What follows belongs to an exercise in optimizing a design on an open flow for small area; a production flow would make more cautious choices.
Only simulation tests tie the RTL to the original design; equivalence was not proved.
Power and IR drop assume default switching activity.

==> flow/design.v (excerpt) <==
module axi_line_bridge #(
  parameter int LINE_WIDTH = 512
) (
  input  logic                  clk,
  input  logic                  rst,
  input  logic                  i_rreq,
  input  logic [31:0]           i_raddr,
  output logic                  i_rdone,
  output logic [LINE_WIDTH-1:0] i_rline,
  input  logic                  d_rreq,
  input  logic [31:0]           d_raddr,
  output logic                  d_rdone,
  output logic [LINE_WIDTH-1:0] d_rline,
  input  logic                  d_wreq,
  input  logic [31:0]           d_waddr,
  input  logic [LINE_WIDTH-1:0] d_wline,
  output logic                  d_wdone,
  output logic [31:0]           araddr,
  output logic [7:0]            arlen,
  output logic [2:0]            arsize,
  output logic [1:0]            arburst,
  output logic                  arvalid,
  input  logic                  arready,
  input  logic [31:0]           rdata,
  input  logic                  rlast,
  input  logic [1:0]            rresp,
  input  logic                  rvalid,
  output logic                  rready,
  output logic [31:0]           awaddr,
  output logic [7:0]            awlen,
  output logic [2:0]            awsize,
  output logic [1:0]            awburst,
  output logic                  awvalid,
  input  logic                  awready,
  output logic [31:0]           wdata,
  output logic [3:0]            wstrb,
  output logic                  wlast,
  output logic                  wvalid,
  input  logic                  wready,
  input  logic [1:0]            bresp,
  input  logic                  bvalid,
  output logic                  bready,
  output logic                  axi_err
);
clock: 5.0 ns
lec_check: 0
cap_margin: 20
core_area: 10 10 630 630
die_area: 0 0 640 640
place_density: 0.3
slew_margin: 20
run.sh (not shown) runs the stock make flow with config.mk's settings and CLKGATE_MAP_FILE= SYNTH_SCRIPT=/design/flow/synth_recipe.tcl, a recipe that flattens the netlist after the stock synthesis.
The starting point finished clean.
Edit:
==> flow/flow/run.sh (new file) <==
#!/bin/bash
# Standard layout, with the port buffers made of the smallest buffer cell.
set -euo pipefail
export BUFFER_PORTS_ARGS="-buffer_cell sky130_fd_sc_hd__buf_1"
bash standard.sh finish > flow_make.log 2>&1
==> flow/standard.sh (new file) <==
#!/bin/bash
# synth_recipe.tcl (not shown) runs the flow's synth.tcl, then flattens the netlist and writes it again
# the make line also repeats each setting of config.mk as NAME=value (left out here)
make -C /OpenROAD-flow-scripts/flow DESIGN_CONFIG=/design/flow/config.mk WORK_HOME=/design/flow/orfs CLKGATE_MAP_FILE= SYNTH_SCRIPT=/design/flow/synth_recipe.tcl "${@:-finish}"
Settings changed: CTS_BUF_LIST set to sky130_fd_sc_hd__clkbuf_4 sky130_fd_sc_hd__clkbuf_8.
removed: flow/run.sh
What happened: The new run completed with no timing, DRC or antenna violations. Power went down by roughly a tenth. Worst setup slack got worse by 0.17 ns. Non-clock buffer count went down by 4. Cell area went down by a quarter to a third. Fmax went down by a few percent.
Edit:
Settings changed: CTS_BUF_LIST sky130_fd_sc_hd__clkbuf_4 sky130_fd_sc_hd__clkbuf_8 to unset.
Effect: Sequential share of layout area rises by 0.20 points; total power went down by 0.30%; clock skew barely changes; global-route usage stays flat; synthesized cell count stays the same.

========
axi_line_bridge again, from the RTL that the note above started with.
clock: 5.0 ns
lec_check: 0
cap_margin: 10
core_area: 10 10 510 510
die_area: 0 0 520 520
place_density: 0.4
slew_margin: 10
standard.sh (not shown) runs the stock make flow with config.mk's settings and CLKGATE_MAP_FILE= SYNTH_SCRIPT=/design/flow/synth_recipe.tcl, a recipe that flattens the netlist after the stock synthesis.
==> flow/flow/run.sh <==
#!/bin/bash
# Standard synthesis, then the write-data select re-mapped (flow/remux.py),
# then the standard layout with the port buffers made of the smallest buffer
# cell, one tie cell per constant value and clock tree synthesis without
# dummy balancing loads; each data bit's pins are kept together (flow/pins.tcl).
set -euo pipefail
here=$(pwd)
export BUFFER_PORTS_ARGS="-buffer_cell sky130_fd_sc_hd__buf_1"
export SKIP_REPAIR_TIE_FANOUT=1
export PRE_IO_PLACEMENT_TCL=$here/flow/pins.tcl
export CTS_ARGS="-sink_clustering_enable -repair_clock_nets -dont_use_dummy_load -sink_clustering_size 25 -sink_clustering_max_diameter 150"
bash standard.sh synth > flow_synth.log 2>&1
res=$here/orfs/results/$FLOW_PLATFORM/axi_line_bridge/base
cp $res/1_2_yosys.v $here/yosys_orig.v
python3 $here/flow/remux.py $here/yosys_orig.v $res/1_2_yosys.v > remux.log 2>&1
rm -f $res/1_synth.odb $res/1_synth.sdc
bash standard.sh finish > flow_make.log 2>&1
Other scripts of this flow, unchanged in this note and not shown: flow/flow/pins.tcl, flow/flow/remux.py
Rerun with:
--- a/flow/flow/run.sh
+++ b/flow/flow/run.sh
@@ -11 +11 @@
-export CTS_ARGS="-sink_clustering_enable -repair_clock_nets -dont_use_dummy_load -sink_clustering_size 25 -sink_clustering_max_diameter 150"
+export CTS_ARGS="-sink_clustering_enable -repair_clock_nets -dont_use_dummy_load -sink_clustering_size 30 -sink_clustering_max_diameter 200"
- PLACE_DENSITY: 0.4 -> 0.65
Result:
- clock power decreases by about 5%
- worst hold slack gains 0.018 ns
- via count increases by about 1.2%
- utilization decreases by 0.10 points
- power increases by about 2.3%
- cell area decreases by 0.88%
- die area is unchanged
- sequential power hardly moves
- setup slack gains 0.084 ns
- sequential share of layout area increases by 0.45 points
- routed wire length increases by about 7.5%

========
## run 1
The RTL this note starts from:
==> flow/design.v <==
module axi_line_bridge #(
  parameter int LINE_WIDTH = 512
) (
  input  logic                  clk,
  input  logic                  rst,
  input  logic                  i_rreq,
  input  logic [31:0]           i_raddr,
  output logic                  i_rdone,
  output logic [LINE_WIDTH-1:0] i_rline,
  input  logic                  d_rreq,
  input  logic [31:0]           d_raddr,
  output logic                  d_rdone,
  output logic [LINE_WIDTH-1:0] d_rline,
  input  logic                  d_wreq,
  input  logic [31:0]           d_waddr,
  input  logic [LINE_WIDTH-1:0] d_wline,
  output logic                  d_wdone,
  output logic [31:0]           araddr,
  output logic [7:0]            arlen,
  output logic [2:0]            arsize,
  output logic [1:0]            arburst,
  output logic                  arvalid,
  input  logic                  arready,
  input  logic [31:0]           rdata,
  input  logic                  rlast,
  input  logic [1:0]            rresp,
  input  logic                  rvalid,
  output logic                  rready,
  output logic [31:0]           awaddr,
  output logic [7:0]            awlen,
  output logic [2:0]            awsize,
  output logic [1:0]            awburst,
  output logic                  awvalid,
  input  logic                  awready,
  output logic [31:0]           wdata,
  output logic [3:0]            wstrb,
  output logic                  wlast,
  output logic                  wvalid,
  input  logic                  wready,
  input  logic [1:0]            bresp,
  input  logic                  bvalid,
  output logic                  bready,
  output logic                  axi_err
);
  localparam int BEATS = LINE_WIDTH / 32;
  localparam int CW    = $clog2(BEATS);
  localparam int OFFS  = $clog2(LINE_WIDTH / 8);
  localparam logic [7:0]    LAST_BEAT = 8'(BEATS - 1);
  localparam logic [CW-1:0] CNT_LAST  = CW'(BEATS - 1);
  localparam logic [31:0]   ADDR_MASK = {{(32 - OFFS){1'b1}}, {OFFS{1'b0}}};
  localparam logic [2:0] S_IDLE = 3'd0;
  localparam logic [2:0] S_AR   = 3'd1;
  localparam logic [2:0] S_R    = 3'd2;
  localparam logic [2:0] S_AW   = 3'd3;
  localparam logic [2:0] S_W    = 3'd4;
  localparam logic [2:0] S_B    = 3'd5;
  logic [2:0]                 state;
  logic                       own_d;    
  logic [CW-1:0]              cnt;      
  logic                       err;
  logic [LINE_WIDTH-33:0]     rbuf;     
  logic r_hs, b_hs, r_err, b_err;
  assign r_hs  = (state == S_R) && rvalid;
  assign b_hs  = (state == S_B) && bvalid;
  assign r_err = r_hs && ((rresp != 2'b00) || (rlast && (cnt != CNT_LAST)));
  assign b_err = b_hs && (bresp != 2'b00);
  always_ff @(posedge clk or posedge rst) begin
    if (rst) begin
      state <= S_IDLE;
      own_d <= 1'b0;
      cnt   <= '0;
      err   <= 1'b0;
    end else begin
      if (r_err || b_err) err <= 1'b1;
      case (state)
        S_IDLE: begin
          cnt <= '0;
          if (d_wreq) begin
            state <= S_AW;
          end else if (d_rreq) begin
            own_d <= 1'b1;
            state <= S_AR;
          end else if (i_rreq) begin
            own_d <= 1'b0;
            state <= S_AR;
          end
        end
        S_AR: if (arready) state <= S_R;
        S_R: if (rvalid) begin
          cnt <= cnt + 1'b1;
          if (rlast) state <= S_IDLE;
        end
        S_AW: if (awready) state <= S_W;
        S_W: if (wready) begin
          cnt <= cnt + 1'b1;
          if (cnt == CNT_LAST) state <= S_B;
        end
        S_B: if (bvalid) state <= S_IDLE;
        default: state <= S_IDLE;
      endcase
    end
  end
  always_ff @(posedge clk) begin
    if (r_hs) rbuf <= {rdata, rbuf[LINE_WIDTH-33:32]};
  end
  assign araddr  = (own_d ? d_raddr : i_raddr) & ADDR_MASK;
  assign arlen   = LAST_BEAT;
  assign arsize  = 3'b010;
  assign arburst = 2'b01;
  assign arvalid = (state == S_AR);
  assign rready  = (state == S_R);
  assign awaddr  = d_waddr & ADDR_MASK;
  assign awlen   = LAST_BEAT;
  assign awsize  = 3'b010;
  assign awburst = 2'b01;
  assign awvalid = (state == S_AW);
  assign wdata   = d_wline[cnt*32 +: 32];
  assign wstrb   = 4'hF;
  assign wvalid  = (state == S_W);
  assign wlast   = (state == S_W) && (cnt == CNT_LAST);
  assign bready  = (state == S_B);
  assign i_rdone = r_hs && rlast && !own_d;
  assign d_rdone = r_hs && rlast &&  own_d;
  assign d_wdone = b_hs;
  assign i_rline = {rdata, rbuf};
  assign d_rline = {rdata, rbuf};
  assign axi_err = err || r_err || b_err;
endmodule
export LEC_CHECK = 0
export CAP_MARGIN = 10
export CORE_AREA = 10 10 510 510
export DIE_AREA = 0 0 520 520
export PLACE_DENSITY = 0.65
export SLEW_MARGIN = 10
create_clock -name core_clock -period 5.0 [get_ports {clk}]
==> flow/flow/run.sh <==
#!/bin/bash
# Standard synthesis, then the write-data select re-mapped (flow/remux.py),
# then the standard layout with the port buffers made of the smallest buffer
# cell, one tie cell per constant value and clock tree synthesis without
# dummy balancing loads; each data bit's pins are kept together (flow/pins.tcl).
set -euo pipefail
here=$(pwd)
export BUFFER_PORTS_ARGS="-buffer_cell sky130_fd_sc_hd__buf_1"
export SKIP_REPAIR_TIE_FANOUT=1
export PRE_IO_PLACEMENT_TCL=$here/flow/pins.tcl
export CTS_ARGS="-sink_clustering_enable -repair_clock_nets -dont_use_dummy_load -sink_clustering_size 25 -sink_clustering_max_diameter 150 -buf_list {sky130_fd_sc_hd__clkbuf_8 sky130_fd_sc_hd__clkbuf_16}"
bash standard.sh synth > flow_synth.log 2>&1
res=$here/orfs/results/$FLOW_PLATFORM/axi_line_bridge/base
cp $res/1_2_yosys.v $here/yosys_orig.v
python3 $here/flow/remux.py $here/yosys_orig.v $res/1_2_yosys.v > remux.log 2>&1
rm -f $res/1_synth.odb $res/1_synth.sdc
bash standard.sh finish > flow_make.log 2>&1
Other scripts of this flow, unchanged in this note and not shown: flow/flow/pins.tcl, flow/flow/remux.py
Run 1 finished end to end and its layout was clean on timing, DRC and antenna.
Input changes introduced in run 2 (baseline for comparison: run 1):
diff --git a/flow/flow/run.sh b/flow/flow/run.sh
--- a/flow/flow/run.sh
+++ b/flow/flow/run.sh
@@ -9,5 +9,5 @@
 export SKIP_REPAIR_TIE_FANOUT=1
 export PRE_IO_PLACEMENT_TCL=$here/flow/pins.tcl
-export CTS_ARGS="-sink_clustering_enable -repair_clock_nets -dont_use_dummy_load -sink_clustering_size 25 -sink_clustering_max_diameter 150 -buf_list {sky130_fd_sc_hd__clkbuf_8 sky130_fd_sc_hd__clkbuf_16}"
+export CTS_ARGS="-sink_clustering_enable -repair_clock_nets -dont_use_dummy_load -sink_clustering_size 25 -sink_clustering_max_diameter 150"
 bash standard.sh synth > flow_synth.log 2>&1
 res=$here/orfs/results/$FLOW_PLATFORM/axi_line_bridge/base
diff --git a/flow/config.mk b/flow/config.mk
--- a/flow/config.mk
+++ b/flow/config.mk
@@ -9,4 +9,6 @@
 export CORE_AREA = 10 10 510 510
 export DIE_AREA = 0 0 520 520
+export GPL_ROUTABILITY_DRIVEN = 0
+export GPL_TIMING_DRIVEN = 0
 export PLACE_DENSITY = 0.65
 export SLEW_MARGIN = 10
### Flow results
Relative to run 1, least setup slack across all paths after layout decreased by 0.39 ns in run 2. Diff run 1 -> run 2: static leakage has increased; number of DRC markers in iteration 0 now larger; overall track demand over capacity in global routing now sits higher. A timing endpoint of the critical path of wdata[15] is what run 1 shows, while araddr[15] belongs to run 2. The critical-path cell with the highest stage delay comes out sky130_fd_sc_hd__and2_4 in one run and sky130_fd_sc_hd__inv_1 in the other, namely in run 1 and run 2 respectively. Compared with run 1, run 2 shows a higher time the worst path needs with I/O delays and setup. Count of input and output buffers: run 2 > run 1. The higher global-route track usage on met2 came out of run 2.
What run 3 does differently from run 2 at the input level:
diff --git a/flow/config.mk b/flow/config.mk
--- a/flow/config.mk
+++ b/flow/config.mk
@@ -9,6 +9,4 @@
 export CORE_AREA = 10 10 510 510
 export DIE_AREA = 0 0 520 520
-export GPL_ROUTABILITY_DRIVEN = 0
-export GPL_TIMING_DRIVEN = 0
 export PLACE_DENSITY = 0.65
 export SLEW_MARGIN = 10
==> comparison <==
Routed via count divided by cell count ends up higher on run 2. wdata[15] as the critical path endpoint was reported by run 3, and araddr[15] by run 2. Run 2 → run 3: share of total power in combinational logic went down by 4.4 points, count of placed standard cells in the final layout, fillers left out went down by about 10%. Sequential share of cell area ended up 7.5 points higher on run 3 than on run 2. As far as post-cts hold buffer count is concerned, run 3 and run 2 perform about the same.

afterwards: timing with drivers on the ports:
The results above use ideal ports. As a check the final layouts listed here were re-extracted and re-timed, cells and wires unchanged. Step 1, drivers: a clkbuf_16 drives clk and a buf_2 each remaining input, both assumed. Step 2 adds t to the input delays and takes it off the output delays; t is the mean of the earliest and latest rising clock arrival at the registers after step 1. Input paths then give back, and output paths get back, about the clock's delay inside the block. a / b / c = no drivers / after step 1 / after step 2; a / b = the first two.
| run | t, ns | setup slack, ns | hold slack, ns | clock arrival spread, ns |
|---|---|---|---|---|
| the first run of note 1 | 0.756 | 0.261 / 0.171 / 0.337 | 0.476 / 0.476 / 0.476 | 0.029 / 0.029 |
| the second run of note 1 | 0.976 | 0.093 / 0.010 / 0.986 | 0.339 / 0.284 / 0.474 | 0.059 / 0.059 |
| the third run of note 1 | 0.838 | 0.104 / 0.008 / 0.846 | 0.244 / 0.250 / 0.454 | 0.058 / 0.058 |
| the first run of note 2 | 0.718 | 0.578 / 0.493 / 1.212 | 0.306 / 0.246 / 0.480 | 0.031 / 0.031 |
| the second run of note 2 | 0.722 | 0.663 / 0.575 / 1.297 | 0.324 / 0.427 / 0.427 | 0.072 / 0.071 |
| run 1 | 0.734 | 0.704 / 0.616 / 1.322 | 0.341 / 0.470 / 0.478 | 0.034 / 0.033 |
| run 2 | 0.745 | 0.317 / 0.224 / 0.706 | 0.323 / 0.438 / 0.478 | 0.036 / 0.036 |
| run 3 | 0.734 | 0.704 / 0.616 / 1.322 | 0.341 / 0.470 / 0.478 | 0.034 / 0.033 |
After both steps every run listed still meets setup and hold.
